This design comes from an exercise in tuning for small area on the open sky130 flow, not from production work. The RTL was checked by simulation tests, not by an equivalence proof against the original design. No activity file was given, so power comes from the tool's default toggle rates.

Design renameStage, start of the top module:
module renameStage (
  input  logic                                        CLK,
  input  logic                                        RESET,
  input  logic                                        FREEZE,
  input  logic                                        decodeEmpty,
  output logic                                        decodePop,
  input  logic [4:0]                                  srcArch1,
  input  logic [4:0]                                  srcArch2,
  input  logic [4:0]                                  destArch,
  input  logic                                        regWrite,
  input  logic                                        link,
  input  logic                                        memRead,
  input  logic                                        memWrite,
  input  logic [63:0]                                 payload,
  input  logic                                        iqFull,
  input  logic                                        lsqFull,
  input  logic                                        robFull,
  input  logic [5:0]                                  robTail,
  output logic                                        iqPush,
  output logic                                        lsqPush,
  output logic                                        robPush,
  output logic [94:0]                                 issuePacket,
  input  logic                                        freeReq,
  input  logic [5:0]                                  freeTag,
  output logic                                        freeFull,
  input  logic                                        restoreReq,
  input  logic [191:0]                                restoreMap
);
Settings: LEC_CHECK=0, CAP_MARGIN=20, CORE_MARGIN=2, CORE_UTILIZATION=40, GPL_TIMING_DRIVEN=0, SETUP_SLACK_MARGIN=0.1, SLEW_MARGIN=20, SYNTH_HIERARCHICAL=1; clock period 4.0 ns.
standard.sh (not shown) runs the stock make flow with config.mk's settings and CLKGATE_MAP_FILE= SYNTH_SCRIPT=/design/flow/synth_recipe.tcl, a recipe that flattens the netlist after the stock synthesis.
==> flow/flow/run.sh <==
#!/bin/bash
# Standard ORFS layout (the standard.sh, standard synthesis
# unchanged) with buf_1 port buffers and a CTS without dummy loads
# and with larger sink clusters. Each tool's output goes to the
# ORFS logs; make's own output goes to standard.log.
export BUFFER_PORTS_ARGS="-buffer_cell sky130_fd_sc_hd__buf_1"
export CTS_ARGS="-sink_clustering_enable -repair_clock_nets -dont_use_dummy_load -sink_clustering_size 26 -sink_clustering_max_diameter 90"
bash standard.sh > standard.log 2>&1
Edit:
==> flow/flow/run.sh (replaced) <==
#!/bin/bash
# Standard ORFS layout (the standard.sh, standard synthesis
# unchanged) with buf_1 port buffers and a CTS without dummy loads
# built from clkbuf_4. Each tool's output goes to the ORFS logs;
# make's own output goes to standard.log.
export BUFFER_PORTS_ARGS="-buffer_cell sky130_fd_sc_hd__buf_1"
export CTS_ARGS="-sink_clustering_enable -repair_clock_nets -dont_use_dummy_load -buf_list sky130_fd_sc_hd__clkbuf_4"
bash standard.sh > standard.log 2>&1
Settings changed: SETUP_SLACK_MARGIN 0.1 to unset.
Result: The changed run went through all stages and came out clean; sequential share of layout area decreases by 3.0 points; critical path depth stays the same; setup slack got worse by 11 ps; core utilization came out higher by 2.3 points; maximum frequency barely changes; die area is unchanged.
Edit:
==> flow/flow/run.sh (replaced) <==
#!/bin/bash
# Standard ORFS layout with smaller port buffers and no CTS dummy loads.
cp standard.sh standard_sh_copy.log
export BUFFER_PORTS_ARGS="-buffer_cell sky130_fd_sc_hd__buf_1"
export CTS_ARGS="-sink_clustering_enable -repair_clock_nets -dont_use_dummy_load"
bash standard.sh > standard.log 2>&1
Settings changed: SETUP_SLACK_MARGIN set to 0.1.
Total power climbs by 8.4%.
Worst setup slack improved by 7.6 ps.
Sequential power is about the same.
Routed wire length went down by 2.3%.
Clock-buffer cell count came out lower by 104.
Register-to-register slack stays flat.
Fmax barely changes.
Edit:
==> flow/flow/run.sh (replaced) <==
#!/bin/bash
# Standard ORFS layout (the standard.sh, standard synthesis
# unchanged) with buf_1 port buffers and a CTS without dummy loads
# and with larger sink clusters. Each tool's output goes to the
# ORFS logs; make's own output goes to standard.log.
export BUFFER_PORTS_ARGS="-buffer_cell sky130_fd_sc_hd__buf_1"
export CTS_ARGS="-sink_clustering_enable -repair_clock_nets -dont_use_dummy_load -sink_clustering_size 26 -sink_clustering_max_diameter 90"
bash standard.sh > standard.log 2>&1
Settings changed: CAP_MARGIN 20 to 5, SLEW_MARGIN 20 to 5.
Area after synthesis is unchanged.
Cell count falls by about 1.4%.
Global-route usage falls by 0.35 points.

* * *

## old
Another version of the RTL of renameStage (not shown whole).
Size in the first run: ~400 I/O pins.
clock: 4.0 ns
lec_check: 0
cap_margin: 5
core_margin: 2
core_utilization: 40
gpl_timing_driven: 0
setup_slack_margin: 0.1
slew_margin: 5
synth_hierarchical: 1
==> flow/flow/run.sh <==
#!/bin/bash
# Standard ORFS layout (the standard.sh, standard synthesis
# unchanged) with buf_1 port buffers and a CTS without dummy loads
# and built from clkbuf_8. Each tool's output goes to the
# ORFS logs; make's own output goes to standard.log.
export BUFFER_PORTS_ARGS="-buffer_cell sky130_fd_sc_hd__buf_1"
export CTS_ARGS="-sink_clustering_enable -repair_clock_nets -dont_use_dummy_load -buf_list sky130_fd_sc_hd__clkbuf_8 -sink_clustering_size 16 -sink_clustering_max_diameter 70"
bash standard.sh > standard.log 2>&1
diff inputs: old => new
Settings: CORE_UTILIZATION: 40 -> 55.
--- a/flow/flow/run.sh
+++ b/flow/flow/run.sh
@@ -4 +4 @@
-# and built from clkbuf_8. Each tool's output goes to the
+# and with larger sink clusters. Each tool's output goes to the
@@ -7 +7 @@
-export CTS_ARGS="-sink_clustering_enable -repair_clock_nets -dont_use_dummy_load -buf_list sky130_fd_sc_hd__clkbuf_8 -sink_clustering_size 16 -sink_clustering_max_diameter 70"
+export CTS_ARGS="-sink_clustering_enable -repair_clock_nets -dont_use_dummy_load -sink_clustering_size 26 -sink_clustering_max_diameter 90"
## What came out
Although new finished all stages, its layout failed final checks on setup timing.
A highest-delay cell along the critical path of nor4_4 is what old shows, while o21ai_0 belongs to new.
Detailed placement HPWL in new is 0.50% higher than in old
new vs. old: worst hold slack went up by 0.068 ns.
On share of total power in combinational logic, new and old are neck and neck.
On part of the power in registers, the lower figure sits with new, not old.
Compared with old, new is hungrier on power.
Delta(part of the power in the clock network, new - old) > 0

## what the ideal ports hide
The results above use ideal ports. As a check the final layouts listed here were re-extracted and re-timed, cells and wires unchanged.
Step 1 (the two cells are an assumption about what drives the block):
set clk [get_ports {CLK}]
set_driving_cell -lib_cell sky130_fd_sc_hd__clkbuf_16 $clk
set_driving_cell -lib_cell sky130_fd_sc_hd__buf_2 [delete_from_list [all_inputs] $clk]
Step 2 also shifts input and output timing later by t, the mid clock arrival at the registers, as if the neighbouring blocks saw the same clock.
a / b / c = no drivers / after step 1 / after step 2; a / b = the first two.
| run | shift t [ns] | setup WS [ns] | hold WS [ns] | worst setup path at the end | slew at the worst register clock pin (ns) |
|---|---|---|---|---|---|
| the first run of note 1 | 0.615 | 0.115 / 0.115 / 0.115 | 0.292 / 0.248 / 0.540 | register to register | 0.10 / 0.10 |
| the second run of note 1 | 1.064 | 0.104 / 0.094 / 0.104 | 0.050 / 0.014 / 0.546 | register to register | 0.07 / 0.07 |
| the third run of note 1 | 0.649 | 0.111 / 0.111 / 0.111 | 0.257 / 0.216 / 0.536 | register to register | 0.06 / 0.06 |
| the fourth run of note 1 | 0.609 | 0.201 / 0.201 / 0.201 | 0.295 / 0.255 / 0.538 | register to register | 0.10 / 0.10 |
| old | 0.732 | 0.172 / 0.171 / 0.171 | 0.194 / 0.155 / 0.533 | register to register | 0.11 / 0.11 |
| new | 0.647 | -0.041 / -0.041 / -0.041 | 0.262 / 0.237 / 0.530 | register to register | 0.11 / 0.11 |
The setup slack of old, which loses most, moves by -0.001 ns with the drivers and by -0.001 ns with both steps.
